Context: an optimization exercise on an open-source flow, tuned for small area, a short achievable clock period and few clock cycles. The choices shown serve that exercise and are no tape-out recipe.
At most, simulation tests tie the RTL to the original design; equivalence was not proved.
Function not checked in runs 2 to 5: the RTL went through the layout flow alone.
No activity file was given, so power comes from the tool's default toggle rates.

==> flow/design.v <==
package sgd_pkg;
    localparam int NUM_BANKS     = 2;    
    localparam int BITS_PER_BANK = 8;    
    localparam int X_WIDTH       = 32;
    localparam int A_WORD_W      = NUM_BANKS * BITS_PER_BANK;
    localparam int X_WORD_W      = BITS_PER_BANK * X_WIDTH;
    localparam int CFG_W         = 32;
    localparam int DOT_W         = 32;
    localparam int X_ADDR_W      = 6;
    localparam int BIT_IDX_W     = 5;
    localparam int EPOCH_W       = 10;
    localparam int GROUP_W       = CFG_W - 1;   
    localparam int CREDIT_W      = 8;
    localparam int FRAC_BITS     = 4;
    localparam int ACC_WIDTH     = X_WIDTH + FRAC_BITS;
    localparam int STAGES        = 3;
endpackage
import sgd_pkg::*;
module word_reg (
    input  logic                              clk,
    input  logic                              accept,
    input  logic [sgd_pkg::BITS_PER_BANK-1:0] d,
    output logic [sgd_pkg::BITS_PER_BANK-1:0] q
);
    always_ff @(posedge clk)
        q <= accept ? d : '0;
endmodule
import sgd_pkg::*;
module dot_control (
    input  logic                          clk,
    input  logic                          rst_n,
    input  logic                          started,
    input  logic [sgd_pkg::CFG_W-1:0]     number_of_epochs,
    input  logic [sgd_pkg::CFG_W-1:0]     number_of_samples,
    input  logic [sgd_pkg::CFG_W-1:0]     dimension,
    input  logic [sgd_pkg::CFG_W-1:0]     number_of_bits,
    input  logic [sgd_pkg::CREDIT_W-1:0]  x_wr_credit_counter,
    input  logic                          wr_en,
    output logic                          almost_full,
    output logic                          accept,
    output logic [sgd_pkg::X_ADDR_W-1:0]  x_rd_addr,
    output logic [sgd_pkg::BIT_IDX_W-1:0] word_bit,     
    output logic                          word_first,   
    output logic                          word_last     
);
    logic                  running;
    logic                  busy;        
    logic [BIT_IDX_W-1:0]  bit_idx;
    logic [X_ADDR_W-1:0]   chunk_idx;
    logic [GROUP_W-1:0]    group_left;  
    logic [EPOCH_W-1:0]    epoch_left;  
    logic [CREDIT_W-1:0]   credit_idx;  
    logic [BIT_IDX_W-1:0]  bits_last;
    logic [X_ADDR_W-1:0]   chunks_last;
    logic [8:0]            dim_m1;
    logic                  last_bit;
    logic                  last_chunk;
    logic                  last_group;
    logic                  last_epoch;
    logic [BIT_IDX_W-1:0]  bit_inc;
    logic [X_ADDR_W-1:0]   chunk_inc;
    logic                  end_group;
    logic                  end_job;
    logic                  empty_job;
    logic [CREDIT_W-1:0]   credit_next;
    assign dim_m1    = dimension[8:0] - 1'b1;
    assign empty_job = (number_of_epochs[EPOCH_W-1:0] == '0) || (number_of_samples == '0);
    assign bit_inc   = bit_idx + 1'b1;
    assign chunk_inc = chunk_idx + 1'b1;
    assign accept    = wr_en && !almost_full;
    assign end_group = accept && last_bit && last_chunk;
    assign end_job   = end_group && last_group && last_epoch;
    assign credit_next = end_group ? credit_idx + 1'b1 : credit_idx;
    assign x_rd_addr  = chunk_idx;   
    assign word_bit   = bit_idx;
    assign word_first = (bit_idx == '0) && (chunk_idx == '0);
    assign word_last  = last_bit && last_chunk;
    always_ff @(posedge clk)
    begin
        if (!rst_n)
        begin
            busy        <= 1'b0;
            running     <= 1'b0;
            almost_full <= 1'b1;
            bit_idx     <= '0;
            chunk_idx   <= '0;
            group_left  <= '0;
            epoch_left  <= '0;
            credit_idx  <= '0;
        end
        else
        begin
            if (!busy)
            begin
                if (started)
                begin
                    busy        <= 1'b1;
                    bits_last   <= number_of_bits[BIT_IDX_W-1:0] - 1'b1;   
                    chunks_last <= dim_m1[8:3];
                    group_left  <= number_of_samples[CFG_W-1:1];
                    epoch_left  <= number_of_epochs[EPOCH_W-1:0];
                    last_bit    <= (number_of_bits[BIT_IDX_W-1:0] == BIT_IDX_W'(1));
                    last_chunk  <= (dim_m1[8:3] == '0);
                    last_group  <= (number_of_samples[CFG_W-1:1] == GROUP_W'(1));
                    last_epoch  <= (number_of_epochs[EPOCH_W-1:0] == EPOCH_W'(1));
                    running     <= !empty_job;
                    almost_full <= empty_job || (x_wr_credit_counter == '0);
                end
            end
            else
            begin
                almost_full <= !running || end_job || (x_wr_credit_counter == credit_next);
                if (end_job)
                    running <= 1'b0;
            end
            credit_idx <= credit_next;
            if (accept)
            begin
                bit_idx  <= last_bit ? '0 : bit_inc;
                last_bit <= last_bit ? (bits_last == '0) : (bit_inc == bits_last);
                if (last_bit)
                begin
                    chunk_idx  <= last_chunk ? '0 : chunk_inc;
                    last_chunk <= last_chunk ? (chunks_last == '0) : (chunk_inc == chunks_last);
                    if (last_chunk)
                    begin
                        group_left <= last_group ? number_of_samples[CFG_W-1:1] : group_left - 1'b1;
                        last_group <= last_group ? (number_of_samples[CFG_W-1:1] == GROUP_W'(1))
                                                 : (group_left == GROUP_W'(2));
                        if (last_group)
                        begin
                            epoch_left <= epoch_left - 1'b1;
                            last_epoch <= (epoch_left == EPOCH_W'(2));
                        end
                    end
                end
            end
        end
    end
endmodule
module full_adder (
    input  logic a,
    input  logic b,
    input  logic c,
    output logic s,
    output logic co
);
    assign s  = a ^ b ^ c;
    assign co = (a & b) | (a & c) | (b & c);
endmodule
module ks_adder #(
    parameter int N   = 32,
    parameter bit CIN = 1'b0
) (
    input  logic [N-1:0] a,
    input  logic [N-1:0] b,
    output logic [N-1:0] sum
);
    function automatic int levels_for(input int n);
        levels_for = 0;
        while ((1 << levels_for) < n)
            levels_for = levels_for + 1;
    endfunction
    localparam int L = levels_for(N);
    function automatic int last_level(input int l, input int i);
        last_level = 0;
        while (last_level < l && i >= (1 << last_level))
            last_level = last_level + 1;
    endfunction
    logic [N-1:0] g [L+1];
    logic [N-1:0] p [L+1];
    logic [N-1:0] p0;
    assign p0   = a ^ b;
    assign p[0] = p0;
    assign g[0] = CIN ? {a[N-1:1] & b[N-1:1], a[0] | b[0]} : (a & b);
    for (genvar l = 1; l <= L; l++)
    begin : g_level
        localparam int D = 1 << (l - 1);
        for (genvar i = 0; i < N; i++)
        begin : g_node
            if (i < D)
            begin : g_pass
                assign g[l][i] = g[l-1][i];
                assign p[l][i] = p[l-1][i];
            end
            else
            begin : g_comb
                localparam bit PART_INV = last_level(l - 1, i - D) % 2;
                localparam bit WANT_INV = (l - 1) % 2;
                logic gj;
                if (PART_INV == WANT_INV)
                begin : g_same
                    assign gj = g[l-1][i-D];
                end
                else
                begin : g_flip
                    assign gj = ~g[l-1][i-D];
                end
                if (l % 2 == 1)
                begin : g_odd
                    ks_gen_n u_g (.gi(g[l-1][i]), .pi(p[l-1][i]), .gj(gj), .gn(g[l][i]));
                    if (i >= 2 * D)
                    begin : g_p
                        ks_prop_n u_p (.pi(p[l-1][i]), .pj(p[l-1][i-D]), .pn(p[l][i]));
                    end
                    else
                    begin : g_nop
                        assign p[l][i] = 1'b0;   
                    end
                end
                else
                begin : g_even
                    ks_gen u_g (.gni(g[l-1][i]), .pni(p[l-1][i]), .gnj(gj), .g(g[l][i]));
                    if (i >= 2 * D)
                    begin : g_p
                        ks_prop u_p (.pni(p[l-1][i]), .pnj(p[l-1][i-D]), .p(p[l][i]));
                    end
                    else
                    begin : g_nop
                        assign p[l][i] = 1'b0;
                    end
                end
            end
        end
    end
    assign sum[0] = p0[0] ^ CIN;
    for (genvar i = 1; i < N; i++)
    begin : g_sum
        if (last_level(L, i - 1) % 2 == 1)
        begin : g_inv
            assign sum[i] = ~(p0[i] ^ g[L][i-1]);
        end
        else
        begin : g_true
            assign sum[i] = p0[i] ^ g[L][i-1];
        end
    end
endmodule
module ks_gen_n (
    input  logic gi,
    input  logic pi,
    input  logic gj,
    output logic gn
);
    assign gn = ~(gi | (pi & gj));
endmodule
module ks_prop_n (
    input  logic pi,
    input  logic pj,
    output logic pn
);
    assign pn = ~(pi & pj);
endmodule
module ks_gen (
    input  logic gni,
    input  logic pni,
    input  logic gnj,
    output logic g
);
    assign g = ~(gni & (pni | gnj));
endmodule
module ks_prop (
    input  logic pni,
    input  logic pnj,
    output logic p
);
    assign p = ~(pni | pnj);
endmodule
import sgd_pkg::*;
module bank_accumulator (
    input  logic                              clk,
    input  logic                              accept,     
    input  logic [sgd_pkg::BITS_PER_BANK-1:0] a_data,     
    input  logic [sgd_pkg::X_WORD_W-1:0]      x_data,     
    input  logic [sgd_pkg::BIT_IDX_W-1:0]     bit_d,      
    input  logic                              first_d,    
    output logic [sgd_pkg::DOT_W-1:0]         dot_product
);
    localparam int W = X_WIDTH;
    localparam int SLICES = 4;            
    localparam int SLICE_W = W / SLICES;   
    logic [BITS_PER_BANK-1:0] a_bits [SLICES];
    logic [BIT_IDX_W-1:0]     sum_bit;     
    logic                     term_first;  
    logic [W-1:0] m_n [BITS_PER_BANK];
    logic [W-1:0] s1, k1, s2, k2, s3, k3, s4, k4, s5, k5, u, v;
    logic [W-1:0] s5_q, k5_q, k4_q;
    logic [W-1:0] sum_n;
    logic [W-1:0] sum_n_q;
    logic signed [ACC_WIDTH-1:0] shifted;
    logic signed [ACC_WIDTH-1:0] term_q;
    logic signed [ACC_WIDTH-1:0] acc;
    for (genvar c = 0; c < SLICES; c++)
    begin : g_word
        word_reg u_word (
            .clk    (clk),
            .accept (accept),
            .d      (a_data),
            .q      (a_bits[c])
        );
    end
    always_comb
        for (int j = 0; j < BITS_PER_BANK; j++)
            for (int i = 0; i < W; i++)
                m_n[j][i] = ~(a_bits[i / SLICE_W][j] & x_data[j*W + i]);
    generate
        for (genvar i = 0; i < W - 1; i++)                                     
        begin : g_r1                                                            
            full_adder u_fa (.a(m_n[0][i]), .b(m_n[1][i]), .c(m_n[2][i]), .s(s1[i]), .co(k1[i+1])); 
        end                                                                     
        assign s1[W-1] = m_n[0][W-1] ^ m_n[1][W-1] ^ m_n[2][W-1];
        for (genvar i = 0; i < W - 1; i++)                                     
        begin : g_r2                                                            
            full_adder u_fa (.a(m_n[3][i]), .b(m_n[4][i]), .c(m_n[5][i]), .s(s2[i]), .co(k2[i+1])); 
        end                                                                     
        assign s2[W-1] = m_n[3][W-1] ^ m_n[4][W-1] ^ m_n[5][W-1];
        assign k1[0] = 1'b1;
        assign k2[0] = 1'b1;
        for (genvar i = 1; i < W - 1; i++)                                     
        begin : g_r3                                                            
            full_adder u_fa (.a(s1[i]), .b(k1[i]), .c(s2[i]), .s(s3[i]), .co(k3[i+1])); 
        end                                                                     
        assign s3[W-1] = s1[W-1] ^ k1[W-1] ^ s2[W-1];
        assign s3[0] = ~(s1[0] ^ s2[0]);
        assign k3[1] = s1[0] | s2[0];
        assign k3[0] = 1'b1;
        for (genvar i = 1; i < W - 1; i++)                                     
        begin : g_r4                                                            
            full_adder u_fa (.a(k2[i]), .b(m_n[6][i]), .c(m_n[7][i]), .s(s4[i]), .co(k4[i+1])); 
        end                                                                     
        assign s4[W-1] = k2[W-1] ^ m_n[6][W-1] ^ m_n[7][W-1];
        assign s4[0] = ~(m_n[6][0] ^ m_n[7][0]);
        assign k4[1] = m_n[6][0] | m_n[7][0];
        assign k4[0] = 1'b1;
        for (genvar i = 1; i < W - 1; i++)                                     
        begin : g_r5                                                            
            full_adder u_fa (.a(s3[i]), .b(k3[i]), .c(s4[i]), .s(s5[i]), .co(k5[i+1])); 
        end                                                                     
        assign s5[W-1] = s3[W-1] ^ k3[W-1] ^ s4[W-1];
        assign s5[0] = ~(s3[0] ^ s4[0]);
        assign k5[1] = s3[0] | s4[0];
        assign k5[0] = 1'b1;
    endgenerate
    always_ff @(posedge clk)
    begin
        s5_q <= s5;
        k5_q <= k5;
        k4_q <= k4;
    end
    generate
        for (genvar i = 1; i < W - 1; i++)                                     
        begin : g_r6                                                            
            full_adder u_fa (.a(s5_q[i]), .b(k5_q[i]), .c(k4_q[i]), .s(u[i]), .co(v[i+1])); 
        end                                                                     
        assign u[W-1] = s5_q[W-1] ^ k5_q[W-1] ^ k4_q[W-1];
        assign u[0] = s5_q[0];
        assign v[1] = 1'b1;
        assign v[0] = 1'b1;
    endgenerate
    ks_adder #(.N(W), .CIN(1'b1)) u_sum (.a(u), .b(v), .sum(sum_n));
    always_ff @(posedge clk)
    begin
        sum_n_q <= sum_n;
        sum_bit <= bit_d;
    end
    logic [ACC_WIDTH-1:0] sh [6];
    assign sh[0] = {~sum_n_q[W-1], ~sum_n_q, {(FRAC_BITS-1){1'b0}}};
    for (genvar k = 0; k < BIT_IDX_W; k++)
    begin : g_shift
        for (genvar i = 0; i < ACC_WIDTH; i++)
        begin : g_bit
            if (i + (1 << k) < ACC_WIDTH)
                assign sh[k+1][i] = sum_bit[k] ? sh[k][i + (1 << k)] : sh[k][i];
            else
                assign sh[k+1][i] = sum_bit[k] ? sh[k][ACC_WIDTH-1] : sh[k][i];
        end
    end
    assign shifted = sh[BIT_IDX_W];
    always_ff @(posedge clk)
    begin
        term_q     <= shifted;
        term_first <= first_d;
    end
    logic [ACC_WIDTH-1:0] acc_in;
    logic [ACC_WIDTH-1:0] acc_sum;
    assign acc_in = term_first ? '0 : acc;
    ks_adder #(.N(ACC_WIDTH), .CIN(1'b0)) u_acc (.a(acc_in), .b(term_q), .sum(acc_sum));
    always_ff @(posedge clk)
        acc <= acc_sum;
    assign dot_product = acc[ACC_WIDTH-1 -: DOT_W];   
endmodule
import sgd_pkg::*;
module sgd_dot_product (
    input  logic                             clk,
    input  logic                             rst_n,
    input  logic                             started,
    input  logic [sgd_pkg::CFG_W-1:0]        number_of_epochs,
    input  logic [sgd_pkg::CFG_W-1:0]        number_of_samples,
    input  logic [sgd_pkg::CFG_W-1:0]        dimension,
    input  logic [sgd_pkg::CFG_W-1:0]        number_of_bits,
    input  logic [sgd_pkg::A_WORD_W-1:0]     dispatch_axb_a_data,
    input  logic                             dispatch_axb_a_wr_en,
    output logic                             dispatch_axb_a_almost_full,
    input  logic [sgd_pkg::CREDIT_W-1:0]     x_wr_credit_counter,
    output logic [sgd_pkg::X_ADDR_W-1:0]     x_rd_addr,
    input  logic [sgd_pkg::X_WORD_W-1:0]     x_rd_data,
    output logic [sgd_pkg::NUM_BANKS*sgd_pkg::DOT_W-1:0] dot_product,   
    output logic [sgd_pkg::NUM_BANKS-1:0]    dot_product_valid
);
    logic                  accept;
    logic [BIT_IDX_W-1:0]  word_bit;
    logic                  word_first;
    logic                  word_last;
    logic [BIT_IDX_W-1:0]  bit_q   [2];
    logic                  first_q [3];
    logic                  last_q  [STAGES+1];
    logic                  out_valid;
    dot_control u_ctrl (
        .clk                 (clk),
        .rst_n               (rst_n),
        .started             (started),
        .number_of_epochs    (number_of_epochs),
        .number_of_samples   (number_of_samples),
        .dimension           (dimension),
        .number_of_bits      (number_of_bits),
        .x_wr_credit_counter (x_wr_credit_counter),
        .wr_en               (dispatch_axb_a_wr_en),
        .almost_full         (dispatch_axb_a_almost_full),
        .accept              (accept),
        .x_rd_addr           (x_rd_addr),
        .word_bit            (word_bit),
        .word_first          (word_first),
        .word_last           (word_last)
    );
    always_ff @(posedge clk)
    begin
        bit_q[0] <= word_bit;
        bit_q[1] <= bit_q[0];
        if (!rst_n)
        begin
            for (int i = 0; i < 3; i++)
                first_q[i] <= 1'b0;
            for (int i = 0; i <= STAGES; i++)
                last_q[i] <= 1'b0;
            out_valid <= 1'b0;
        end
        else
        begin
            first_q[0] <= accept && word_first;
            last_q[0]  <= accept && word_last;
            for (int i = 1; i < 3; i++)
                first_q[i] <= first_q[i-1];
            for (int i = 1; i <= STAGES; i++)
                last_q[i] <= last_q[i-1];
            out_valid <= last_q[STAGES];   
        end
    end
    genvar b;
    generate
        for (b = 0; b < NUM_BANKS; b++)
        begin : g_bank
            bank_accumulator u_bank (
                .clk         (clk),
                .accept      (accept),
                .a_data      (dispatch_axb_a_data[b*BITS_PER_BANK +: BITS_PER_BANK]),
                .x_data      (x_rd_data),
                .bit_d       (bit_q[1]),
                .first_d     (first_q[2]),
                .dot_product (dot_product[b*DOT_W +: DOT_W])
            );
            assign dot_product_valid[b] = out_valid;
        end
    endgenerate
endmodule
==> flow/flow/run.sh <==
#!/bin/bash
# The standard layout (standard.sh, the standard flow's own ORFS flow), except that
# the port buffers are the plain sky130_fd_sc_hd__buf_1 rather than the
# buffer_ports default (a delay buffer); every port still gets one.
set -euo pipefail
echo 'export BUFFER_PORTS_ARGS = -buffer_cell sky130_fd_sc_hd__buf_1' >> config.mk
export BUFFER_PORTS_ARGS="-buffer_cell sky130_fd_sc_hd__buf_1"
cp standard.sh standard_sh.txt
bash standard.sh > standard.log 2>&1
==> flow/standard.sh <==
#!/bin/bash
# synth_recipe.tcl (not shown) runs the flow's synth.tcl, then flattens the netlist and writes it again
# the make line also repeats each setting of config.mk as NAME=value (left out here)
make -C /OpenROAD-flow-scripts/flow DESIGN_CONFIG=/design/flow/config.mk WORK_HOME=/design/flow/orfs CLKGATE_MAP_FILE= SYNTH_SCRIPT=/design/flow/synth_recipe.tcl "${@:-finish}"
==> flow/config.mk <==
export PLATFORM = sky130hd
export DESIGN_NAME = sgd_dot_product
export DESIGN_NICKNAME = sgd_dot_product
export VERILOG_FILES = /design/flow/design.v
export SDC_FILE = /design/flow/constraint.sdc
export NUM_CORES = 4
export LEC_CHECK = 0
export CAP_MARGIN = 20
export CORE_MARGIN = 2
export CORE_UTILIZATION = 50
export CTS_BUF_LIST = sky130_fd_sc_hd__clkbuf_4 sky130_fd_sc_hd__clkbuf_8
export CTS_CLUSTER_SIZE = 30
export SETUP_SLACK_MARGIN = 2.6
export SLEW_MARGIN = 20
export SYNTH_HIERARCHICAL = 1
export SYNTH_MINIMUM_KEEP_SIZE = 0
export BUFFER_PORTS_ARGS = -buffer_cell sky130_fd_sc_hd__buf_1
==> flow/constraint.sdc <==
create_clock -name core_clock -period 5.0 [get_ports {clk}]
set_input_delay 1.0000 -clock core_clock [delete_from_list [all_inputs] [get_ports {clk}]]
set_output_delay 1.0000 -clock core_clock [all_outputs]
set_load 0.01 [all_outputs]
==> metrics.md, run 1 <==
| Metric | Value |
|---|---|
| DRT antenna net count | `0` |
| Yosys warns | `31` |
| Drt pass-1 iters | `6` |
| Crit Path Category | `flip-flop to flip-flop` |
| DRC errors left | `0` |
| Final hold violation count | `0` |
| Hold/Removal Path Class | `flip-flop to flip-flop` |
| Commonest non-fill, non-tap cell in the layout | `nand2_1` |
| Clk root buf | `clkbuf_8` |
| Hold_sp | `bit_q[0][0]$_DFF_P_` |
| Via/cell ratio | `5.637` |
| Fillers | `between 6000 and 7000` |
| Synth area leader | `dfxtp_1` |
| RSZ-0062 raised after global routing | `true` |
| CP cell instances | `fa_2 -> ha_4 -> a21oi_2 -> o21ai_1 -> a21oi_2 -> o21ai_1 -> a21oi_2 -> xnor3_2` |
| Most used DFF post-synth | `dfxtp_1` |
| Largest net degree at the start of global routing | `74` |
| CTS hold repair buffers | `0` |
| Slew headroom | `between 50% and 60%` |
| Post-DP HPWL | `96.01 mm` |
| Most frequent cells in the layout | `734 x nand2_1, 496 x dfxtp_1, 406 x buf_1` |
| Post-route setup TNS | `0 ps` |
| EDFF count, synth | `15` |
| Worst EP required | `5550 ps` |
| Crit. End Element | `flip-flop` |
| Total Routing Usage GR | `between 20% and 30%` |
| CTS sink cnt | `568` |
| I/O pin count | `roughly 490` |
| Syn_area_per_cell | `9.597 sq um` |
| H-tree lvl count | `3` |
| Outcome | `timing/DRC/antenna clean` |
| WP data arrival | `~3000 ps` |
| CP startpoint kind | `flip-flop` |
| Num CTS Buffers | `97` |
| Total Routed Length | `approximately 120 mm` |
| Die X | `284.0 um` |
| Final setup fails | `0` |
| Wl on met1 | `52.08 mm` |
| DR vias | `31350` |
| Rows | `102` |
| Worst path most repeated cell | `a21oi_2` |
| Vias in the first global route | `31910` |
| WL/cell | `21.50 um` |
| Post-Syn Area | `approximately 39000 sq um` |
| Die area | `80640 sq um` |
| Synth Register Bits | `568` |
| Netlist cell types | `70` |
| Worst-Margin Slew | `686.1 ps` |
| Async set-reset flop share out of synthesis | `0%` |
| Post-Syn Instances | `4084` |
| Worst reg2reg startpoint | `g_bank[0].u_bank.k4_q[26]$_DFF_P_` |
| Top cell type's share of synthesized area | `between 20% and 30%` |
| Layout cells sized above 1 | `24.26%` |
| Storage cell area | `11620 sq um` |
| Initial antenna violation count | `10` |
| Input/output buffers | `about 400` |
| Leak | `around 14 nW` |
| Met2 WL | `~55 mm` |
| CP max FO | `4` |
| Global-route wire length before repair | `around 180 mm` |
| Gp weighted congestion | `0.9589` |
| Crit path time final | `around 2400 ps` |
| Skew-Pair Late Insertion Delay | `just over 700 ps` |
| Total core area | `77470 sq um` |
| Starting Density | `50.59%` |
| Area of the multi-input gates | `28020 sq um` |
| Worst vdd ir | `roughly 0.00025 V` |
| CTS Buffer Depth | `3` |
| Area grow syn2layout | `16.14%` |
| TritonCTS clock tree | `yes` |
| Crit path launch | `g_bank[0].u_bank.k4_q[26]$_DFF_P_` |
| Final net count | `around 5400` |
| Max incr delay on CP | `650 ps` |
| Period utilization | `a little under half` |
| Initial drt markers | `2235` |
| Achievable frequency | `0.4192 GHz` |
| Max-Cap Viols | `0` |
| CTS clk-pin slew, worst paths | `60 ps` |
| Slowest cell on crit path | `fa_2` |
| Met3 WL | `roughly 7.5 mm` |
| Max Clock Skew | `41.23 ps` |
| Total grt overflow | `0` |
| Die Y | `284.0 um` |
| Top routing layer used | `met5` |
| Slew Limit Fails | `0` |
| PD cells | `roughly 470 nW/um^2` |
| Total power | `between 20 and 25 mW` |
| Post-synthesis sequential area ratio | `approximately 29%` |
| Top post-synthesis cells by area | `dfxtp_1 28%, fa_1 19%, nand2_1 8.1%, a21oi_2 7.0%, ha_1 4.9%` |
## stage by stage
| step | instance area (sq um) | setup slack [ps] | hold slack (ps) | utilization (%) | std cells |
|---|---|---|---|---|---|
| 2_1_floorplan | 39940 | 2333 | 309.6 | - | 4086 |
| 3_3_place_gp | 41700 | 1749 | 311.5 | 53.83 | 5334 |
| 3_5_place_dp | 41700 | 1739 | 312.1 | 53.83 | 5334 |
| 6_report | 45520 | 2614 | 326.2 | 58.76 | 5561 |
| 5_1_grt | 45510 | 2555 | 338.3 | 58.75 | 5560 |
| 4_1_cts | 44640 | 2472 | 327.0 | 57.62 | 5528 |
## cell type report
cell class | count | share of cell area [%]
repair buffers | 472 | 4.574
well taps | 1040 | 2.859
diodes | 7 | 0.03848
clock inverters | 35 | 0.6955
repair inverters | 1 | 0.01924
multi-input cells | 3210 | 61.56
inverters | 88 | 0.7917
clock buffers | 140 | 3.931
flip-flops and latches | 568 | 25.53
## cells by family after synthesis
family	after synthesis	share of synthesized area, %
AO/OA/AOI/OAI	843	14.84
XOR/XNOR	210	4.910
buffers and inverters	309	3.955
multiplexers	176	7.266
adder cells (fa/ha/maj)	517	23.48
other	2	0.01916
AND/OR/NAND/NOR	1459	16.14
flip-flops	568	29.40
## routing by layer
layer / vias up / global-route usage [%]
met5: - / 0
met1: 15280 / 39.70
li1: 14600 / -
met3: 250 / 4.212
met4: 6 / 10.61
met2: 1208 / 47.15
## synth_stat cells, types with 6 or more instances
| cell | count |
|---|---|
| nand2_1 | 849 |
| dfxtp_1 | 553 |
| fa_1 | 364 |
| a21oi_2 | 314 |
| nor2_1 | 278 |
| o21ai_1 | 235 |
| ha_1 | 153 |
| xnor2_1 | 122 |
| clkbuf_1 | 111 |
| inv_1 | 85 |
| xor2_1 | 82 |
| nor2b_1 | 78 |
| and2_1 | 76 |
| buf_4 | 76 |
| mux2i_1 | 76 |
| o21ai_0 | 76 |
| a21oi_1 | 65 |
| mux4_2 | 64 |
| nand3_1 | 35 |
| nor3_1 | 28 |
| nor4_1 | 25 |
| buf_2 | 24 |
| o211ai_1 | 21 |
| mux2_2 | 20 |
| nand2b_1 | 20 |
| a31oi_1 | 19 |
| o22ai_1 | 18 |
| mux4_1 | 16 |
| a211oi_1 | 15 |
| edfxtp_1 | 15 |
| and3_1 | 14 |
| o221ai_1 | 12 |
| o21a_1 | 11 |
| a22oi_1 | 10 |
| buf_6 | 10 |
| nand4_1 | 10 |
| or3_1 | 7 |
| a221o_1 | 6 |
| a221oi_1 | 6 |
| and2_2 | 6 |
| nand3b_1 | 6 |
| o31ai_1 | 6 |
## modules after synthesis, one instance, submodules excluded, a selection
module | flops+latches | cells | area, sq um
word_reg | 8 | 16 | 210.2
dot_control | 78 | 590 | 4785
full_adder | 0 | 1 | 20.02
ks_gen_n | 0 | 1 | 8.758
ks_prop_n | 0 | 1 | 3.754
bank_accumulator | 204 | 855 | 8248
ks_gen | 0 | 1 | 5.005
ks_prop | 0 | 1 | 3.754
sgd_dot_product | 18 | 28 | 432.9
## worst paths after layout
kind         slack [ps]  cells after the start                                    to
max                2610                      8  g_bank[0].u_bank.sum_n_q[31]$_DFF_P_
min                 330                      0                   bit_q[1][0]$_DFF_P_
max reg2reg        2610                      8  g_bank[0].u_bank.sum_n_q[31]$_DFF_P_
min reg2reg         330                      0                   bit_q[1][0]$_DFF_P_
## registers in the layout, indices dropped and copies added, names as in the netlist, 2 cells and up
name	count
g_bank.u_bank.k4_q	62
g_bank.u_bank.acc	72
first_q	3
g_bank.u_bank.sum_n_q	64
g_bank.u_bank.term_q	72
bit_q	10
g_bank.u_bank.term_first	2
u_ctrl.bit_idx	5
last_q	4
u_ctrl.group_left	31
g_bank.u_bank.g_word.u_word.q	64
u_ctrl.chunk_idx	6
u_ctrl.epoch_left	10
g_bank.u_bank.k5_q	62
g_bank.u_bank.s5_q	64
g_bank.u_bank.sum_bit	10
u_ctrl.chunks_last	6
u_ctrl.bits_last	5
u_ctrl.credit_idx	8
## power by group
part	switching (mW)	internal, mW	leakage, nW
Sequential	0.853	5.61	4.74
Clock	1.95	2.56	1.13
Combinational	6.22	4.20	8.57
Total	9.03	12.4	14.4
## timing repair
action	CTS	global route
gates resized for setup	159	175
cloned	0	3
setup endpoints to repair	219	146
pin swaps	21	41
buffers inserted	19	23
## critical path, delay by kind of cell (launching register included)
family,cells,cell delay [ps]
xor gates and xnor gates,1,320
DFF,1,320
AOI/OAI and AO/OA,5,700
adders and majority gates,2,900
Testbench counts, summed over its fixed seeds: cycles 30,616.
==> run 2: changes to the inputs <==
--- a/flow/design.v
+++ b/flow/design.v
@@ -237,4 +237,115 @@
     end
 endmodule
+module hc_adder #(
+    parameter int N   = 32,
+    parameter bit CIN = 1'b0
+) (
+    input  logic [N-1:0] a,
+    input  logic [N-1:0] b,
+    output logic [N-1:0] sum
+);
+    function automatic int levels_for(input int n);
+        levels_for = 0;
+        while ((1 << levels_for) < n)
+            levels_for = levels_for + 1;
+    endfunction
+    localparam int L = levels_for(N);
+    localparam int LEVELS = L + 1;
+    function automatic bit comb(input int l, input int i);
+        if (l == 1)
+            comb = (i % 2 == 1);
+        else if (l < LEVELS)
+            comb = (i % 2 == 1) && (i - (1 << (l - 1)) >= 1);
+        else
+            comb = (i % 2 == 0) && (i >= 2);
+    endfunction
+    function automatic int part_dist(input int l);
+        part_dist = (l == 1 || l == LEVELS) ? 1 : (1 << (l - 1));
+    endfunction
+    function automatic bit inv_after(input int l, input int i);
+        inv_after = 1'b0;
+        for (int k = 1; k <= l; k++)
+            if (comb(k, i))
+                inv_after = !inv_after;
+    endfunction
+    function automatic bit comb_later(input int l, input int i);
+        comb_later = 1'b0;
+        for (int k = l + 1; k <= LEVELS; k++)
+            if (comb(k, i))
+                comb_later = 1'b1;
+    endfunction
+    logic [N-1:0] g [LEVELS+1];
+    logic [N-1:0] p [LEVELS+1];
+    logic [N-1:0] p0;
+    assign p0   = a ^ b;
+    assign p[0] = p0;
+    assign g[0] = CIN ? {a[N-1:1] & b[N-1:1], a[0] | b[0]} : (a & b);
+    for (genvar l = 1; l <= LEVELS; l++)
+    begin : g_level
+        localparam int D = part_dist(l);
+        for (genvar i = 0; i < N; i++)
+        begin : g_node
+            if (!comb(l, i))
+            begin : g_pass
+                assign g[l][i] = g[l-1][i];
+                assign p[l][i] = p[l-1][i];
+            end
+            else
+            begin : g_comb
+                localparam bit NODE_INV = inv_after(l - 1, i);
+                localparam bit PART_INV = inv_after(l - 1, i - D);
+                localparam bit NEED_P   = comb_later(l, i);
+                logic gj;
+                logic pj;
+                if (PART_INV == NODE_INV)
+                begin : g_same
+                    assign gj = g[l-1][i-D];
+                    assign pj = p[l-1][i-D];
+                end
+                else
+                begin : g_flip
+                    assign gj = ~g[l-1][i-D];
+                    assign pj = ~p[l-1][i-D];
+                end
+                if (!NODE_INV)
+                begin : g_true_in
+                    ks_gen_n u_g (.gi(g[l-1][i]), .pi(p[l-1][i]), .gj(gj), .gn(g[l][i]));
+                    if (NEED_P)
+                    begin : g_p
+                        ks_prop_n u_p (.pi(p[l-1][i]), .pj(pj), .pn(p[l][i]));
+                    end
+                    else
+                    begin : g_nop
+                        assign p[l][i] = 1'b0;   
+                    end
+                end
+                else
+                begin : g_inv_in
+                    ks_gen u_g (.gni(g[l-1][i]), .pni(p[l-1][i]), .gnj(gj), .g(g[l][i]));
+                    if (NEED_P)
+                    begin : g_p
+                        ks_prop u_p (.pni(p[l-1][i]), .pnj(pj), .p(p[l][i]));
+                    end
+                    else
+                    begin : g_nop
+                        assign p[l][i] = 1'b0;
+                    end
+                end
+            end
+        end
+    end
+    assign sum[0] = p0[0] ^ CIN;
+    for (genvar i = 1; i < N; i++)
+    begin : g_sum
+        if (inv_after(LEVELS, i - 1))
+        begin : g_inv
+            assign sum[i] = ~(p0[i] ^ g[LEVELS][i-1]);
+        end
+        else
+        begin : g_true
+            assign sum[i] = p0[i] ^ g[LEVELS][i-1];
+        end
+    end
+endmodule
 module ks_gen_n (
     input  logic gi,
@@ -385,5 +496,5 @@
     logic [ACC_WIDTH-1:0] acc_sum;
     assign acc_in = term_first ? '0 : acc;
-    ks_adder #(.N(ACC_WIDTH), .CIN(1'b0)) u_acc (.a(acc_in), .b(term_q), .sum(acc_sum));
+    hc_adder #(.N(ACC_WIDTH), .CIN(1'b0)) u_acc (.a(acc_in), .b(term_q), .sum(acc_sum));
     always_ff @(posedge clk)
         acc <= acc_sum;
--- a/flow/config.mk
+++ b/flow/config.mk
@@ -9,5 +9,5 @@
 export CORE_MARGIN = 2
 export CORE_UTILIZATION = 50
-export CTS_BUF_LIST = sky130_fd_sc_hd__clkbuf_4 sky130_fd_sc_hd__clkbuf_8
+export CTS_BUF_LIST = sky130_fd_sc_hd__clkbuf_8
 export CTS_CLUSTER_SIZE = 30
 export SETUP_SLACK_MARGIN = 2.6
==> metrics.md, run 2 <==
| Metric | Value |
|---|---|
| Leak | `14.50 nW` |
| Slew Limit Fails | `0` |
| Placed cell area | `around 40000 sq um` |
| Total grt overflow | `0` |
| EDFF count, synth | `15` |
| Slowest cell on crit path | `fa_1` |
| WL/cell | `21.08 um` |
| Initial antenna violation count | `41` |
| Commonest cells in the netlist | `783 x nand2_1, 553 x dfxtp_1, 364 x fa_1` |
| Global-route wire length before repair | `170.8 mm` |
| Outcome | `timing/DRC/antenna clean` |
| Max Clock Skew | `42.41 ps` |
| CP cell instances | `fa_1 -> ha_4 -> a21oi_4 -> o21ai_2 -> a21oi_2 -> o21ai_2 -> a21oi_4 -> xnor3_2` |
| Period utilization | `48.78%` |
| Most used DFF post-synth | `dfxtp_1` |
| PD cells | `455.2 nW/um^2` |
| Hold Path End | `bit_q[1][1]$_DFF_P_` |
| Post-DP HPWL | `89.47 mm` |
| Die X | `279.6 um` |
| Final hold violation count | `0` |
| Crit. End Element | `flip-flop` |
| Initial drt markers | `2061` |
| CTS hold repair buffers | `0` |
| Top Registers | `g_bank.u_bank.acc (72), g_bank.u_bank.term_q (72)` |
| I/O pin count | `485` |
| Clk root buf | `clkbuf_8` |
| H-tree lvl count | `3` |
| Reg2reg setup slack | `2560 ps` |
| Most frequent cells in the layout | `662 x nand2_1, 500 x dfxtp_1, 410 x buf_1` |
| Synth area leader | `dfxtp_1` |
| DRT antenna net count | `0` |
| Starting Density | `50.24%` |
| RSZ-0062 raised after global routing | `true` |
| Post-Syn Area | `37970 sq um` |
| CP max FO | `4` |
| Achievable frequency | `approximately 0.41 GHz` |
| Post-synthesis sequential area ratio | `30.35%` |
| Gp weighted congestion | `about 0.94` |
| Slew headroom | `48.21%` |
| CP Buf/Inv Count | `0` |
| Die area | `approximately 78000 sq um` |
| Worst reg2reg startpoint | `g_bank[0].u_bank.k4_q[12]$_DFF_P_` |
| Yosys warns | `31` |
| Final setup fails | `0` |
| Syn_area_per_cell | `9.851 sq um` |
| Fillers | `between 6000 and 7000` |
| Hold/Removal Path Class | `flip-flop to flip-flop` |
| CTS Buffer Depth | `3` |
| Total Routing Usage GR | `28.22%` |
| WP data arrival | `2980 ps` |
| Top cell type's share of synthesized area | `29.16%` |
| Die Y | `around 280 um` |
| TritonCTS clock tree | `yes` |
| Drt pass-1 iters | `6` |
| Max-Cap Viols | `0` |
| Vias in the first global route | `30350` |
| Num CTS Buffers | `98` |
| Input/output buffers | `~410` |
| Netlist cell types | `a little under 70` |
| Skew-Pair Late Insertion Delay | `710 ps` |
| CTS clk-pin slew, worst paths | `around 60 ps` |
| Design area | `about 45000 sq um` |
| CP startpoint kind | `flip-flop` |
| Worst vdd ir | `0.0002027 V` |
| Crit path time final | `2439 ps` |
| Area grow syn2layout | `18.40%` |
| DRC errors left | `0` |
| Most common cell in the netlist | `nand2_1` |
| Hold_sp | `bit_q[0][1]$_DFF_P_` |
| Largest net degree at the start of global routing | `74` |
| Async set-reset flop share out of synthesis | `0%` |
| Commonest non-fill, non-tap cell in the layout | `nand2_1` |
| Top post-synthesis cells by area | `dfxtp_1 29%, fa_1 19%, nand2_1 7.7%, a21oi_2 6.0%, ha_1 5.0%` |
| Final net count | `5162` |
| Rows | `slightly above 100` |
| Reg2reg path depth | `8` |
| Reg2reg end | `g_bank[0].u_bank.sum_n_q[31]$_DFF_P_` |
| Worst EP required | `5540 ps` |
| Hold path depth | `0` |
| Synth Register Bits | `568` |
| Storage cell area | `about 12000 sq um` |
| DR vias | `29780` |
| Post-Syn Instances | `3854` |
| Total core area | `75570 sq um` |
| Delay-heaviest family, CP | `adder cells` |
| Layout cells sized above 1 | `24.77%` |
| Area of the multi-input gates | `27050 sq um` |
| Crit Path Category | `flip-flop to flip-flop` |
| CTS sink cnt | `~570` |
| Max incr delay on CP | `approximately 470 ps` |
| Worst-Margin Slew | `757.3 ps` |
| Total Routed Length | `111.9 mm` |
| Post-route setup TNS | `0 ps` |
| Via/cell ratio | `5.610` |
[run 2: Yosys stat by module, one instance, submodules excluded, excerpt]
module            flip-flops and latches  cells
bank_accumulator                     204    855
ks_prop                                0      1
dot_control                           78    590
ks_gen_n                               0      1
word_reg                               8     16
ks_prop_n                              0      1
ks_gen                                 0      1
sgd_dot_product                       18     28
full_adder                             0      1
[run 2: power by group]
group | total (mW) | internal (mW) | switching [mW] | leakage (nW)
sequential | 6.43 | 5.60 | 0.822 | 4.73
combinational | 9.25 | 4.13 | 5.13 | 8.53
clock | 4.78 | 2.79 | 2.00 | 1.23
total | 20.5 | 12.5 | 7.94 | 14.5
[run 2: area by class of cell]
| class | count | share of cell area [%] |
|---|---|---|
| multi-input cells | 2971 | 60.19 |
| flip-flops and latches | 568 | 25.84 |
| repair buffers | 500 | 5.255 |
| clock buffers | 125 | 3.827 |
| well taps | 978 | 2.722 |
| clock inverters | 55 | 1.225 |
| inverters | 96 | 0.8601 |
| diodes | 15 | 0.08351 |
[run 2: worst max-delay path by stage]
stage                                        start                              endpoint  depth (start not counted)  slack [ps]
6_report         g_bank[0].u_bank.k4_q[12]$_DFF_P_  g_bank[0].u_bank.sum_n_q[31]$_DFF_P_                          8        2560
5_1_grt            u_ctrl.almost_full$_SDFFE_PN1P_           u_ctrl.last_chunk$_DFFE_PP_                          7        2460
4_1_cts           g_bank[0].u_bank.s5_q[1]$_DFF_P_  g_bank[0].u_bank.sum_n_q[31]$_DFF_P_                          8        2540
3_5_place_dp   g_bank[0].u_bank.term_first$_DFF_P_      g_bank[0].u_bank.acc[35]$_DFF_P_                         11        1750
3_3_place_gp                  dispatch_axb_a_wr_en       u_ctrl.group_left[7]$_SDFF_PN0_                          7        1680
2_1_floorplan                        x_rd_data[85]     g_bank[0].u_bank.s5_q[21]$_DFF_P_                          4        2330
[run 2: cell families after synthesis]
group / Yosys count / share of synthesized area (%)
other: 2 / 0.01978
multiplexers: 176 / 7.501
flip-flops: 568 / 30.35
AO/OA/AOI/OAI: 725 / 13.24
AND/OR/NAND/NOR: 1341 / 15.50
buffers and inverters: 317 / 4.162
adder cells (fa/ha/maj): 515 / 24.17
XOR/XNOR: 210 / 5.062
[run 2: repair_timing]
item                                    4_1_cts  5_1_grt
endpoints found under the setup margin      227      112
resized for setup                           168      209
setup buffers                                18       50
pin swaps                                    27       88
hold endpoints to repair                      0        0
cloned                                        0        1
[run 2: metrics by stage]
stage | setup WS (ps) | total power [mW] | hold slack, ps | utilization, % | std cells
3_3_place_gp | 1681 | 14.42 | 310.0 | 53.47 | 5043
4_1_cts | 2537 | 19.66 | 327.1 | 57.67 | 5242
5_1_grt | 2465 | 21.71 | 329.2 | 59.47 | 5303
6_report | 2561 | 20.46 | 327.4 | 59.48 | 5308
2_1_floorplan | 2333 | 12.61 | 309.6 | - | 3856
3_5_place_dp | 1752 | 14.51 | 312.1 | 53.49 | 5044
[run 2: worst register-to-register path, cell delays in order (launching register included)]
cell and delay (ps):
dfxtp_1 380, fa_1 470, ha_4 290, a21oi_4 190
o21ai_2 110, a21oi_2 150, o21ai_2 110, a21oi_4 200
xnor3_2 370
[run 2: routing by layer]
metal | vias up | global-route usage [%] | wire length, um | part of all wire [%]
met1 | 14550 | 37.17 | 47540 | 42
met5 | - | 0 | 388 | 0.35
met4 | 60 | 8.542 | 3484 | 3.1
met2 | 1038 | 46.29 | 52790 | 47
li1 | 13870 | - | - | -
met3 | 264 | 6.564 | 7702 | 6.9
==> run 3: changes to the inputs <==
--- a/flow/config.mk
+++ b/flow/config.mk
@@ -11,4 +11,5 @@
 export CTS_BUF_LIST = sky130_fd_sc_hd__clkbuf_8
 export CTS_CLUSTER_SIZE = 30
+export PLACE_DENSITY = 0.75
 export SETUP_SLACK_MARGIN = 2.6
 export SLEW_MARGIN = 20
==> metrics.md, run 3 <==
| Metric | Value |
|---|---|
| Outcome | `timing/DRC/antenna clean` |
| Syn_area_per_cell | `9.851 sq um` |
| Post-DP HPWL | `88.08 mm` |
| Top post-synthesis cells by area | `dfxtp_1 29%, fa_1 19%, nand2_1 7.7%, a21oi_2 6.0%, ha_1 5.0%` |
| Worst-Margin Slew | `833.3 ps` |
| Post-synthesis sequential area ratio | `30.35%` |
| CP Buf/Inv Count | `0` |
| Final hold violation count | `0` |
| Worst setup endpoint | `g_bank[1].u_bank.sum_n_q[31]$_DFF_P_` |
| WL/cell | `21.47 um` |
| Initial drt markers | `between 2000 and 2500` |
| Rows | `101` |
| GRT met2 Usage | `46.43%` |
| DR vias | `between 30000 and 40000` |
| GR Util met1 | `34.71%` |
| Netlist cell types | `69` |
| CP cell instances | `fa_2 -> ha_4 -> a21oi_4 -> o21ai_4 -> a21oi_4 -> o21ai_2 -> a21oi_2 -> xnor3_2` |
| EDFF count, synth | `15` |
| Largest net degree at the start of global routing | `74` |
| Gp weighted congestion | `0.9601` |
| Reg2reg setup slack | `2490 ps` |
| Cell Count, Final, Fillers Out | `5284` |
| CTS Buffer Depth | `3` |
| Yosys warns | `31` |
| DRT antenna net count | `0` |
| Max incr delay on CP | `640 ps` |
| Area grow syn2layout | `16.50%` |
| Synth Register Bits | `568` |
| Placed Cells | `5042` |
| I/O pin count | `485` |
| Via/cell ratio | `5.725` |
| Period utilization | `50.10%` |
| Routing usage on met3 | `7.089%` |
| Starting Density | `about half` |
| Worst vdd ir | `0.0002466 V` |
| Total grt overflow | `0` |
| Total core area | `75570 sq um` |
| Top cell type's share of synthesized area | `29.16%` |
| Design area | `44230 sq um` |
| Commonest non-fill, non-tap cell in the layout | `nand2_1` |
| Global-route wire length before repair | `roughly 170 mm` |
| Slew Limit Fails | `0` |
| Most common cell in the netlist | `nand2_1` |
| Final setup fails | `0` |
| Delay-heaviest family, CP | `adder cells` |
| Post-route setup TNS | `0 ps` |
| Top Registers | `g_bank.u_bank.acc (72), g_bank.u_bank.term_q (72)` |
| Die area | `about 80000 sq um` |
| Slowest cell on crit path | `fa_2` |
| Synth area leader | `dfxtp_1` |
| Die Y | `279.6 um` |
| Async set-reset flop share out of synthesis | `0%` |
| Layout cells sized above 1 | `23.50%` |
| PD cells | `449.3 nW/um^2` |
| Post-Syn Instances | `3854` |
| CTS clk-pin slew, worst paths | `60 ps` |
| Skew-Pair Late Insertion Delay | `750 ps` |
| Crit path launch | `g_bank[1].u_bank.s5_q[2]$_DFF_P_` |
| Leak | `around 14 nW` |
| Reg2reg path depth | `8` |
| Reg2reg end | `g_bank[1].u_bank.sum_n_q[31]$_DFF_P_` |
| Hold_sp | `bit_q[0][2]$_DFF_P_` |
| Busiest grt layer | `met2` |
| Commonest cells in the netlist | `783 x nand2_1, 553 x dfxtp_1, 364 x fa_1` |
| Hold/Removal Path Class | `flip-flop to flip-flop` |
| Most frequent cells in the layout | `664 x nand2_1, 492 x dfxtp_1, 412 x buf_1` |
| Crit path time final | `2505 ps` |
| Max-Cap Viols | `0` |
| Clk root buf | `clkbuf_8` |
| Achievable frequency | `roughly 0.4 GHz` |
| CTS hold repair buffers | `0` |
| DRC errors left | `0` |
| Vias in the first global route | `around 31000` |
| Worst path most repeated cell | `a21oi_4` |
| Total Routing Usage GR | `~28%` |
| CTS sink cnt | `roughly 570` |
| WP data arrival | `3030 ps` |
| Worst reg2reg startpoint | `g_bank[1].u_bank.s5_q[2]$_DFF_P_` |
| CP Depth | `8` |
| CP max FO | `4` |
| Most used DFF post-synth | `dfxtp_1` |
| Initial antenna violation count | `38` |
| Slew headroom | `43.01%` |
| Total Routed Length | `113.4 mm` |
| TritonCTS clock tree | `yes` |
| Placed cell area | `40400 sq um` |
| Worst EP required | `5520 ps` |
| Die X | `279.6 um` |
| CP startpoint kind | `flip-flop` |
| Num CTS Buffers | `96` |
| Max Clock Skew | `81.76 ps` |
| Post-Syn Area | `37970 sq um` |
| Crit. End Element | `flip-flop` |
| RSZ-0062 raised after global routing | `true` |
| Input/output buffers | `412` |
| Crit Path Category | `flip-flop to flip-flop` |
| Drt pass-1 iters | `6` |
| H-tree lvl count | `3` |
| Final net count | `slightly above 5000` |
## run 3: cell type report
| cell class | instances | area [sq um] |
|---|---|---|
| Antenna cell | 21 | 52.55 |
| Clock buffer | 119 | 1638 |
| Clock inverter | 54 | 464.2 |
| Fill cell | 6359 | 31340 |
| Inverter | 96 | 386.6 |
| Multi-Input combinational cell | 2972 | 26700 |
| Sequential cell | 568 | 11620 |
| Tap cell | 978 | 1224 |
| Timing Repair Buffer | 475 | 2136 |
| Timing Repair inverter | 1 | 8.758 |
## run 3: worst min-delay path by stage
stage                          endpoint  slack (ps)  cells after the start
floorplan           bit_q[1][0]$_DFF_P_         310                      0
global placement    bit_q[1][0]$_DFF_P_         310                      0
detailed placement  bit_q[1][1]$_DFF_P_         310                      0
CTS                 bit_q[1][2]$_DFF_P_         330                      0
global route        bit_q[1][2]$_DFF_P_         330                      0
finish              bit_q[1][2]$_DFF_P_         330                      0
## run 3: cells by family after synthesis
kind of cell             after synthesis  synth area share (%)
XOR/XNOR                             210                 5.062
other                                  2               0.01978
buffers and inverters                317                 4.162
multiplexers                         176                 7.501
flip-flops                           568                 30.35
adder cells (fa/ha/maj)              515                 24.17
AND/OR/NAND/NOR                     1341                 15.50
AO/OA/AOI/OAI                        725                 13.24
## run 3: timing repair
action                                  in CTS  in global routing
hold endpoints to repair                     0                  0
resized for setup                          155                158
pin swaps                                   40                 55
cloned                                       1                  4
endpoints found under the setup margin     202                144
buffers inserted                            21                 22
## run 3: power breakdown
group / leakage [nW] / switching, mW / total, mW / internal [mW]
Combinational: 8.33 / 5.02 / 8.91 / 3.89
Clock: 1.17 / 1.99 / 4.52 / 2.53
Sequential: 4.74 / 0.845 / 6.45 / 5.61
Total: 14.2 / 7.85 / 19.9 / 12.0
## run 3: metal layers
| metal | up-vias | share of wire (%) |
|---|---|---|
| met5 | - | 0.28 |
| met4 | 44 | 5.4 |
| met3 | 358 | 7.8 |
| met2 | 1335 | 47 |
| met1 | 14700 | 40 |
| li1 | 13810 | - |
## run 3: through the flow
| stage | total power [mW] | worst slack [ps] | hold WS (ps) | util [%] |
|---|---|---|---|---|
| after floorplan | 12.61 | 2333 | 309.6 | - |
| after global placement | 14.24 | 1782 | 313.4 | 53.46 |
| after detailed placement | 14.43 | 1730 | 315.0 | 53.46 |
| after CTS | 19.27 | 2479 | 330.1 | 57.33 |
| after global routing | 21.07 | 2491 | 332.3 | 58.50 |
| final | 19.87 | 2495 | 327.2 | 58.53 |
## run 3: Yosys stat by module, one instance, submodules excluded, excerpt
module            times used  flops+latches  cells
bank_accumulator           2            204    855
dot_control                1             78    590
sgd_dot_product            1             18     28
word_reg                   8              8     16
full_adder               364              0      1
ks_gen_n                 260              0      1
ks_gen                   164              0      1
ks_prop                  132              0      1
ks_prop_n                164              0      1
==> run 4: changes to the inputs <==
--- a/flow/config.mk
+++ b/flow/config.mk
@@ -11,6 +11,5 @@
 export CTS_BUF_LIST = sky130_fd_sc_hd__clkbuf_8
 export CTS_CLUSTER_SIZE = 30
-export PLACE_DENSITY = 0.75
-export SETUP_SLACK_MARGIN = 2.6
+export SETUP_SLACK_MARGIN = 2.7
 export SLEW_MARGIN = 20
 export SYNTH_HIERARCHICAL = 1
==> metrics.md, run 4 <==
| Metric | Value |
|---|---|
| Top post-synthesis cells by area | `dfxtp_1 29%, fa_1 19%, nand2_1 7.7%, a21oi_2 6.0%, ha_1 5.0%` |
| Outcome | `timing/DRC/antenna clean` |
| Initial antenna violation count | `40` |
| WP data arrival | `3030 ps` |
| Worst vdd ir | `0.0002619 V` |
| Input/output buffers | `412` |
| Die area | `just under 80000 sq um` |
| Largest net degree at the start of global routing | `74` |
| CP cell instances | `fa_1 -> ha_4 -> nand2_1 -> o21ai_4 -> a21oi_4 -> o21ai_4 -> a21oi_4 -> xnor3_2` |
| Slew Limit Fails | `0` |
| Area grow syn2layout | `23.74%` |
| Total core area | `75570 sq um` |
| CP startpoint kind | `flip-flop` |
| Num CTS Buffers | `98` |
| Async set-reset flop share out of synthesis | `0%` |
| Most frequent cells in the layout | `626 x nand2_1, 490 x dfxtp_1, 391 x buf_1` |
| Final hold violation count | `0` |
| Worst EP required | `5550 ps` |
| Top cell type's share of synthesized area | `29.16%` |
| Syn_area_per_cell | `9.851 sq um` |
| CP max FO | `3` |
| Max-Cap Viols | `0` |
| Slew headroom | `about half` |
| Worst reg2reg startpoint | `g_bank[0].u_bank.s5_q[1]$_DFF_P_` |
| Vias in the first global route | `around 30000` |
| Leak | `15.26 nW` |
| Cell Count, Final, Fillers Out | `around 5400` |
| Worst setup slack after layout | `2515 ps` |
| Total Routing Usage GR | `28.58%` |
| RSZ-0062 raised after global routing | `true` |
| Hold_sp | `bit_q[0][1]$_DFF_P_` |
| EDFF count, synth | `15` |
| Worst-Margin Slew | `728.9 ps` |
| Total Routed Length | `117.1 mm` |
| Clk root buf | `clkbuf_8` |
| DRC errors left | `0` |
| Total power | `22.50 mW` |
| Gp weighted congestion | `approximately 0.95` |
| Yosys warns | `31` |
| Max Clock Skew | `41.89 ps` |
| WL/cell | `21.69 um` |
| Period utilization | `49.70%` |
| PD cells | `479.0 nW/um^2` |
| Delay-heaviest family, CP | `adder cells` |
| Synth Register Bits | `around 570` |
| Pre-CTS setup slack | `1699 ps` |
| Initial drt markers | `approximately 2200` |
| H-tree lvl count | `3` |
| Netlist cell types | `69` |
| DRT antenna net count | `0` |
| Starting Density | `50.24%` |
| DR vias | `around 30000` |
| Final net count | `5257` |
| Commonest cells in the netlist | `783 x nand2_1, 553 x dfxtp_1, 364 x fa_1` |
| Rows | `101` |
| Commonest non-fill, non-tap cell in the layout | `nand2_1` |
| CTS clk-pin slew, worst paths | `60 ps` |
| Post-synthesis sequential area ratio | `30.35%` |
| CTS Buffer Depth | `3` |
| CTS sink cnt | `roughly 570` |
| Layout cells sized above 1 | `30.62%` |
| Skew-Pair Late Insertion Delay | `710 ps` |
| Post-route setup TNS | `0 ps` |
| Most used DFF post-synth | `dfxtp_1` |
| Hold Path End | `bit_q[1][1]$_DFF_P_` |
| Total grt overflow | `0` |
| Reg2reg end | `g_bank[0].u_bank.sum_n_q[31]$_DFF_P_` |
| Die Y | `279.6 um` |
| Top Registers | `g_bank.u_bank.acc (72), g_bank.u_bank.term_q (72)` |
| Hold path depth | `0` |
| Via/cell ratio | `about 5.6` |
| Crit Path Category | `flip-flop to flip-flop` |
| Post-Syn Instances | `3854` |
| Hold/Removal Path Class | `flip-flop to flip-flop` |
| Post-DP HPWL | `89.33 mm` |
| TritonCTS clock tree | `yes` |
| CP Buf/Inv Count | `0` |
| Post-Syn Area | `37970 sq um` |
| Reg2reg path depth | `8` |
| I/O pin count | `485` |
| Die X | `279.6 um` |
| Slowest cell on crit path | `fa_1` |
| Max incr delay on CP | `630 ps` |
| Global-route wire length before repair | `172.5 mm` |
| Most common cell in the netlist | `nand2_1` |
| Crit. End Element | `flip-flop` |
| Placed Cells | `5042` |
| Reg2reg setup slack | `2510 ps` |
| Final setup fails | `0` |
| Crit path time final | `between 2000 and 2500 ps` |
| Synth area leader | `dfxtp_1` |
| Drt pass-1 iters | `5` |
| Achievable frequency | `0.4024 GHz` |
==> run 4: cell counts after synthesis <==
Identical to the previous run, type by type.
==> run 4: cells by family after synthesis <==
group / Yosys count / share of synthesized area, %
multiplexers: 176 / 7.501
XOR/XNOR: 210 / 5.062
flip-flops: 568 / 30.35
buffers and inverters: 317 / 4.162
AO/OA/AOI/OAI: 725 / 13.24
AND/OR/NAND/NOR: 1341 / 15.50
adder cells (fa/ha/maj): 515 / 24.17
other: 2 / 0.01978
==> run 4: metal layers <==
metal	share of wire, %	up-vias	track usage (%)	wire length (um)
met5	0.31	-	0	361
met4	3.4	54	9.091	3991
met1	42	14930	37.94	49510
met2	48	1090	46.84	55690
met3	6.4	288	5.972	7502
li1	-	14050	-	-
==> run 4: what timing repair did <==
item,in CTS,in global routing
pin swaps,68,222
endpoints found under the setup margin,266,149
resized for setup,249,434
hold buffers,0,0
setup buffers,53,99
cloned,5,9
==> run 4: through the flow <==
step	hold WS [ps]	area, sq um	util [%]
5_1_grt	329.1	46970	62.16
3_5_place_dp	312.1	40420	53.49
6_report	324.3	46980	62.17
2_1_floorplan	309.6	38740	-
3_3_place_gp	310.3	40420	53.49
4_1_cts	325.6	43920	58.12
==> run 4: report_power, final <==
part / leakage (nW) / internal, mW / switching (mW)
Clock: 1.18 / 2.54 / 1.93
Sequential: 4.74 / 5.60 / 0.902
Combinational: 9.34 / 5.49 / 6.04
Total: 15.3 / 13.6 / 8.87
==> run 4: area by class of cell <==
cell class / count / area, sq um
antenna: 13 / 32.53
clock buffer: 131 / 1803
clock inverter: 45 / 319.1
fill: 6390 / 28590
inverter: 96 / 390.4
multi-input combinational: 2972 / 28190
sequential: 568 / 11700
tap: 978 / 1224
timing repair buffer: 593 / 3314
timing repair inverter: 1 / 8.758
==> run 4: worst register-to-register path, cell delays in order (launching register included) <==
cell and delay, ps:
dfxtp_1 320, fa_1 630, ha_4 250, nand2_1 150, o21ai_4 110, a21oi_4 210, o21ai_4 100, a21oi_4 200
xnor3_2 360
==> run 4: worst max path at each step <==
stage,start,to,slack [ps],cells after the start
floorplan,x_rd_data[85],g_bank[0].u_bank.s5_q[21]$_DFF_P_,2330,4
global placement,dispatch_axb_a_wr_en,u_ctrl.group_left[7]$_SDFF_PN0_,1740,7
detailed placement,dispatch_axb_a_wr_en,u_ctrl.group_left[16]$_SDFF_PN0_,1700,6
CTS,g_bank[0].u_bank.s5_q[4]$_DFF_P_,g_bank[0].u_bank.sum_n_q[31]$_DFF_P_,2500,8
global route,g_bank[0].u_bank.s5_q[3]$_DFF_P_,g_bank[0].u_bank.sum_n_q[31]$_DFF_P_,2480,8
finish,g_bank[0].u_bank.s5_q[1]$_DFF_P_,g_bank[0].u_bank.sum_n_q[31]$_DFF_P_,2510,8
==> run 4: Yosys stat by module (local to each module, per instance), a selection <==
module            cell area (sq um)  copies in the design  cells  flops+latches
sgd_dot_product               432.9                     1     28             18
dot_control                    4785                     1    590             78
ks_prop                       3.754                   132      1              0
ks_prop_n                     3.754                   164      1              0
ks_gen                        5.005                   164      1              0
full_adder                    20.02                   364      1              0
bank_accumulator               8248                     2    855            204
ks_gen_n                      8.758                   260      1              0
word_reg                      210.2                     8     16              8
==> run 5: changes to the inputs <==
--- a/flow/design.v
+++ b/flow/design.v
@@ -149,93 +149,5 @@
     assign co = (a & b) | (a & c) | (b & c);
 endmodule
-module ks_adder #(
-    parameter int N   = 32,
-    parameter bit CIN = 1'b0
-) (
-    input  logic [N-1:0] a,
-    input  logic [N-1:0] b,
-    output logic [N-1:0] sum
-);
-    function automatic int levels_for(input int n);
-        levels_for = 0;
-        while ((1 << levels_for) < n)
-            levels_for = levels_for + 1;
-    endfunction
-    localparam int L = levels_for(N);
-    function automatic int last_level(input int l, input int i);
-        last_level = 0;
-        while (last_level < l && i >= (1 << last_level))
-            last_level = last_level + 1;
-    endfunction
-    logic [N-1:0] g [L+1];
-    logic [N-1:0] p [L+1];
-    logic [N-1:0] p0;
-    assign p0   = a ^ b;
-    assign p[0] = p0;
-    assign g[0] = CIN ? {a[N-1:1] & b[N-1:1], a[0] | b[0]} : (a & b);
-    for (genvar l = 1; l <= L; l++)
-    begin : g_level
-        localparam int D = 1 << (l - 1);
-        for (genvar i = 0; i < N; i++)
-        begin : g_node
-            if (i < D)
-            begin : g_pass
-                assign g[l][i] = g[l-1][i];
-                assign p[l][i] = p[l-1][i];
-            end
-            else
-            begin : g_comb
-                localparam bit PART_INV = last_level(l - 1, i - D) % 2;
-                localparam bit WANT_INV = (l - 1) % 2;
-                logic gj;
-                if (PART_INV == WANT_INV)
-                begin : g_same
-                    assign gj = g[l-1][i-D];
-                end
-                else
-                begin : g_flip
-                    assign gj = ~g[l-1][i-D];
-                end
-                if (l % 2 == 1)
-                begin : g_odd
-                    ks_gen_n u_g (.gi(g[l-1][i]), .pi(p[l-1][i]), .gj(gj), .gn(g[l][i]));
-                    if (i >= 2 * D)
-                    begin : g_p
-                        ks_prop_n u_p (.pi(p[l-1][i]), .pj(p[l-1][i-D]), .pn(p[l][i]));
-                    end
-                    else
-                    begin : g_nop
-                        assign p[l][i] = 1'b0;   
-                    end
-                end
-                else
-                begin : g_even
-                    ks_gen u_g (.gni(g[l-1][i]), .pni(p[l-1][i]), .gnj(gj), .g(g[l][i]));
-                    if (i >= 2 * D)
-                    begin : g_p
-                        ks_prop u_p (.pni(p[l-1][i]), .pnj(p[l-1][i-D]), .p(p[l][i]));
-                    end
-                    else
-                    begin : g_nop
-                        assign p[l][i] = 1'b0;
-                    end
-                end
-            end
-        end
-    end
-    assign sum[0] = p0[0] ^ CIN;
-    for (genvar i = 1; i < N; i++)
-    begin : g_sum
-        if (last_level(L, i - 1) % 2 == 1)
-        begin : g_inv
-            assign sum[i] = ~(p0[i] ^ g[L][i-1]);
-        end
-        else
-        begin : g_true
-            assign sum[i] = p0[i] ^ g[L][i-1];
-        end
-    end
-endmodule
-module hc_adder #(
+module prefix_adder #(
     parameter int N   = 32,
     parameter bit CIN = 1'b0
@@ -469,5 +381,5 @@
         assign v[0] = 1'b1;
     endgenerate
-    ks_adder #(.N(W), .CIN(1'b1)) u_sum (.a(u), .b(v), .sum(sum_n));
+    prefix_adder #(.N(W), .CIN(1'b1)) u_sum (.a(u), .b(v), .sum(sum_n));
     always_ff @(posedge clk)
     begin
@@ -496,5 +408,5 @@
     logic [ACC_WIDTH-1:0] acc_sum;
     assign acc_in = term_first ? '0 : acc;
-    hc_adder #(.N(ACC_WIDTH), .CIN(1'b0)) u_acc (.a(acc_in), .b(term_q), .sum(acc_sum));
+    prefix_adder #(.N(ACC_WIDTH), .CIN(1'b0)) u_acc (.a(acc_in), .b(term_q), .sum(acc_sum));
     always_ff @(posedge clk)
         acc <= acc_sum;
--- a/flow/config.mk
+++ b/flow/config.mk
@@ -11,5 +11,5 @@
 export CTS_BUF_LIST = sky130_fd_sc_hd__clkbuf_8
 export CTS_CLUSTER_SIZE = 30
-export SETUP_SLACK_MARGIN = 2.7
+export SETUP_SLACK_MARGIN = 2.75
 export SLEW_MARGIN = 20
 export SYNTH_HIERARCHICAL = 1
==> metrics.md, run 5 <==
| Metric | Value |
|---|---|
| Total grt overflow | `0` |
| Die area | `about 76000 sq um` |
| Post-Syn Instances | `3664` |
| Clock power share | `20.4%` |
| Commonest cells in the netlist | `729 x nand2_1, 553 x dfxtp_1, 364 x fa_1` |
| Worst-Margin Slew | `720.1 ps` |
| Final core utilization | `64.63%` |
| Post-Syn Area | `about 37000 sq um` |
| Largest net degree at the start of global routing | `47` |
| CTS hold repair buffers | `0` |
| Period utilization | `between 50% and 60%` |
| CP cell instances | `fa_1 -> ha_4 -> a21oi_4 -> o21ai_2 -> a21oi_2 -> o21ai_4 -> a21oi_4 -> inv_2 -> a21oi_2 -> xnor3_2` |
| Worst reg2reg startpoint | `g_bank[0].u_bank.s5_q[7]$_DFF_P_` |
| Skew-Pair Late Insertion Delay | `just over 700 ps` |
| Pre-CTS setup slack | `1761 ps` |
| DRC errors left | `0` |
| Reg2reg setup slack | `about 2300 ps` |
| Max-Cap Viols | `0` |
| Starting Density | `about half` |
| Outcome | `timing/DRC/antenna clean` |
| Net Sw Frac | `38.69%` |
| CTS sink cnt | `568` |
| Area grow syn2layout | `27.84%` |
| Worst setup slack after layout | `between 2000 and 2500 ps` |
| Total core area | `73080 sq um` |
| Reg2reg path depth | `10` |
| TritonCTS clock tree | `yes` |
| Total Routed Length | `114.5 mm` |
| Leak | `about 16 nW` |
| Final hold violation count | `0` |
| Worst EP required | `5540 ps` |
| Synth area leader | `dfxtp_1` |
| Hold Path End | `bit_q[1][1]$_DFF_P_` |
| Max Clock Skew | `31.96 ps` |
| CTS Buffer Depth | `3` |
| Reg2reg end | `g_bank[0].u_bank.sum_n_q[31]$_DFF_P_` |
| Final net count | `5158` |
| Storage cell area | `11770 sq um` |
| Top cell type's share of synthesized area | `29.96%` |
| Post-route setup TNS | `0 ps` |
| Gp weighted congestion | `0.9429` |
| Initial drt markers | `2108` |
| Max incr delay on CP | `590 ps` |
| Crit. End Element | `flip-flop` |
| Hold/Removal Path Class | `flip-flop to flip-flop` |
| CTS clk-pin slew, worst paths | `60 ps` |
| Async set-reset flop share out of synthesis | `0%` |
| Achievable frequency | `0.3714 GHz` |
| RSZ-0062 raised after global routing | `true` |
| Worst vdd ir | `0.0003095 V` |
| Synth Register Bits | `568` |
| Num CTS Buffers | `between 90 and 100` |
| Initial antenna violation count | `22` |
| Most used DFF post-synth | `dfxtp_1` |
| Slew headroom | `51.94%` |
| Commonest non-fill, non-tap cell in the layout | `nand2_1` |
| Total Routing Usage GR | `roughly 29%` |
| Global-route wire length before repair | `168.3 mm` |
| Die Y | `275.8 um` |
| Slew Limit Fails | `0` |
| Placed cell area | `around 40000 sq um` |
| Final setup fails | `0` |
| Layout cells sized above 1 | `between 30% and 40%` |
| Hold path depth | `0` |
| Fillers | `about 6000` |
| Reg power frac | `between 20 and 30%` |
| Syn_area_per_cell | `10.08 sq um` |
| Placed Cells | `4833` |
| Most common cell in the netlist | `nand2_1` |
| Top post-synthesis cells by area | `dfxtp_1 30%, fa_1 20%, nand2_1 7.4%, a21oi_2 5.2%, ha_1 5.0%` |
| Clk root buf | `clkbuf_8` |
run 5: worst max-delay path, delay by kind of cell (launching register included):
kind,cells,cell delay (ps)
compound gates,6,960
fa+ha+maj,2,820
xor+xnor,1,380
flops,1,310
buf+inv,1,60
run 5: layer usage:
metal / vias to the layer above / routed length, um / GRT usage, %
li1: 13550 / - / -
met1: 14600 / 47350 / 37.46
met2: 1076 / 56570 / 48.90
met3: 251 / 6226 / 4.567
met4: 6 / 4350 / 11.54
met5: - / 31 / 0
run 5: cell families (layout without fill, tap and decap cells):
kind of cell / Yosys count / in the layout / synth area share [%]
simple gates: 1243 / 1243 / 14.93
mux: 176 / 176 / 7.707
xor+xnor: 210 / 210 / 5.201
other cells: 2 / 22 / 0.02033
compound gates: 627 / 629 / 11.84
fa+ha+maj: 513 / 513 / 24.77
flops: 568 / 568 / 31.18
buf+inv: 325 / 965 / 4.358
run 5: worst max-delay path by stage:
stage                                     startpoint                                    to  slack, ps  depth (start not counted)
floorplan                              x_rd_data[85]     g_bank[0].u_bank.s5_q[21]$_DFF_P_       2330                          4
global placement                dispatch_axb_a_wr_en       u_ctrl.group_left[7]$_SDFF_PN0_       1730                          7
detailed placement              dispatch_axb_a_wr_en       u_ctrl.group_left[7]$_SDFF_PN0_       1760                          7
CTS                 g_bank[0].u_bank.k4_q[9]$_DFF_P_  g_bank[0].u_bank.sum_n_q[31]$_DFF_P_       2320                         10
global route        g_bank[0].u_bank.s5_q[7]$_DFF_P_  g_bank[0].u_bank.sum_n_q[31]$_DFF_P_       2220                         10
finish              g_bank[0].u_bank.s5_q[7]$_DFF_P_  g_bank[0].u_bank.sum_n_q[31]$_DFF_P_       2310                         10
run 5: power by group through the flow:
stage | logic (mW) | clock network (mW) | registers [mW]
after floorplan | 6.36 | 0 | 6.10
after global placement | 7.77 | 0 | 6.46
after detailed placement | 7.82 | 0 | 6.48
after CTS | 9.41 | 4.71 | 6.38
after global routing | 12.2 | 4.89 | 6.54
final | 11.4 | 4.59 | 6.41
run 5: timing repair:
action | CTS | global route
resized for setup | 425 | 360
pin swaps | 155 | 238
cloned | 6 | 5
buffers inserted | 128 | 122
setup endpoints to repair | 340 | 193
run 5: per-module statistics from Yosys, one instance, submodules excluded, excerpt:
| module | cell area, sq um | cells |
|---|---|---|
| word_reg | 210.2 | 16 |
| ks_gen | 5.005 | 1 |
| ks_gen_n | 8.758 | 1 |
| full_adder | 20.02 | 1 |
| dot_control | 4785 | 590 |
| sgd_dot_product | 432.9 | 28 |
| ks_prop | 3.754 | 1 |
| bank_accumulator | 8248 | 855 |
| ks_prop_n | 3.754 | 1 |
run 5: layout make-up:
class	instances	share of cell area, %
diodes	18	0.09536
clock buffers	123	3.584
clock inverters	50	0.9642
inverters	104	0.8874
multi-input cells	2775	58.05
flip-flops and latches	568	24.92
well taps	959	2.540
repair buffers	687	8.940
repair inverters	1	0.01854

[separate check: timing with driven ports]
The flow's constraints put no driver on any port. The routed layouts listed below were extracted and timed again, unchanged, in two steps. Step 1: set_driving_cell puts a clkbuf_16 on clk and a buf_2 on each other input, an assumption about the parent block. Step 2 times the ports against the registers' clock, not the clock port: input delays grow and output delays shrink by t, the midpoint of the rising clock arrivals with the driver on. a / b / c = ideal / step 1 / step 2; a / b = the first two.
run	shift t [ns]	setup WS [ns]
run 1	0.764	2.614 / 2.612 / 1.931
run 2	0.762	2.561 / 2.561 / 1.896
run 3	0.779	2.495 / 2.495 / 1.807
run 4	0.767	2.515 / 2.515 / 1.976
run 5	0.756	2.307 / 2.307 / 2.000
After both steps setup and hold are still met in every run listed.
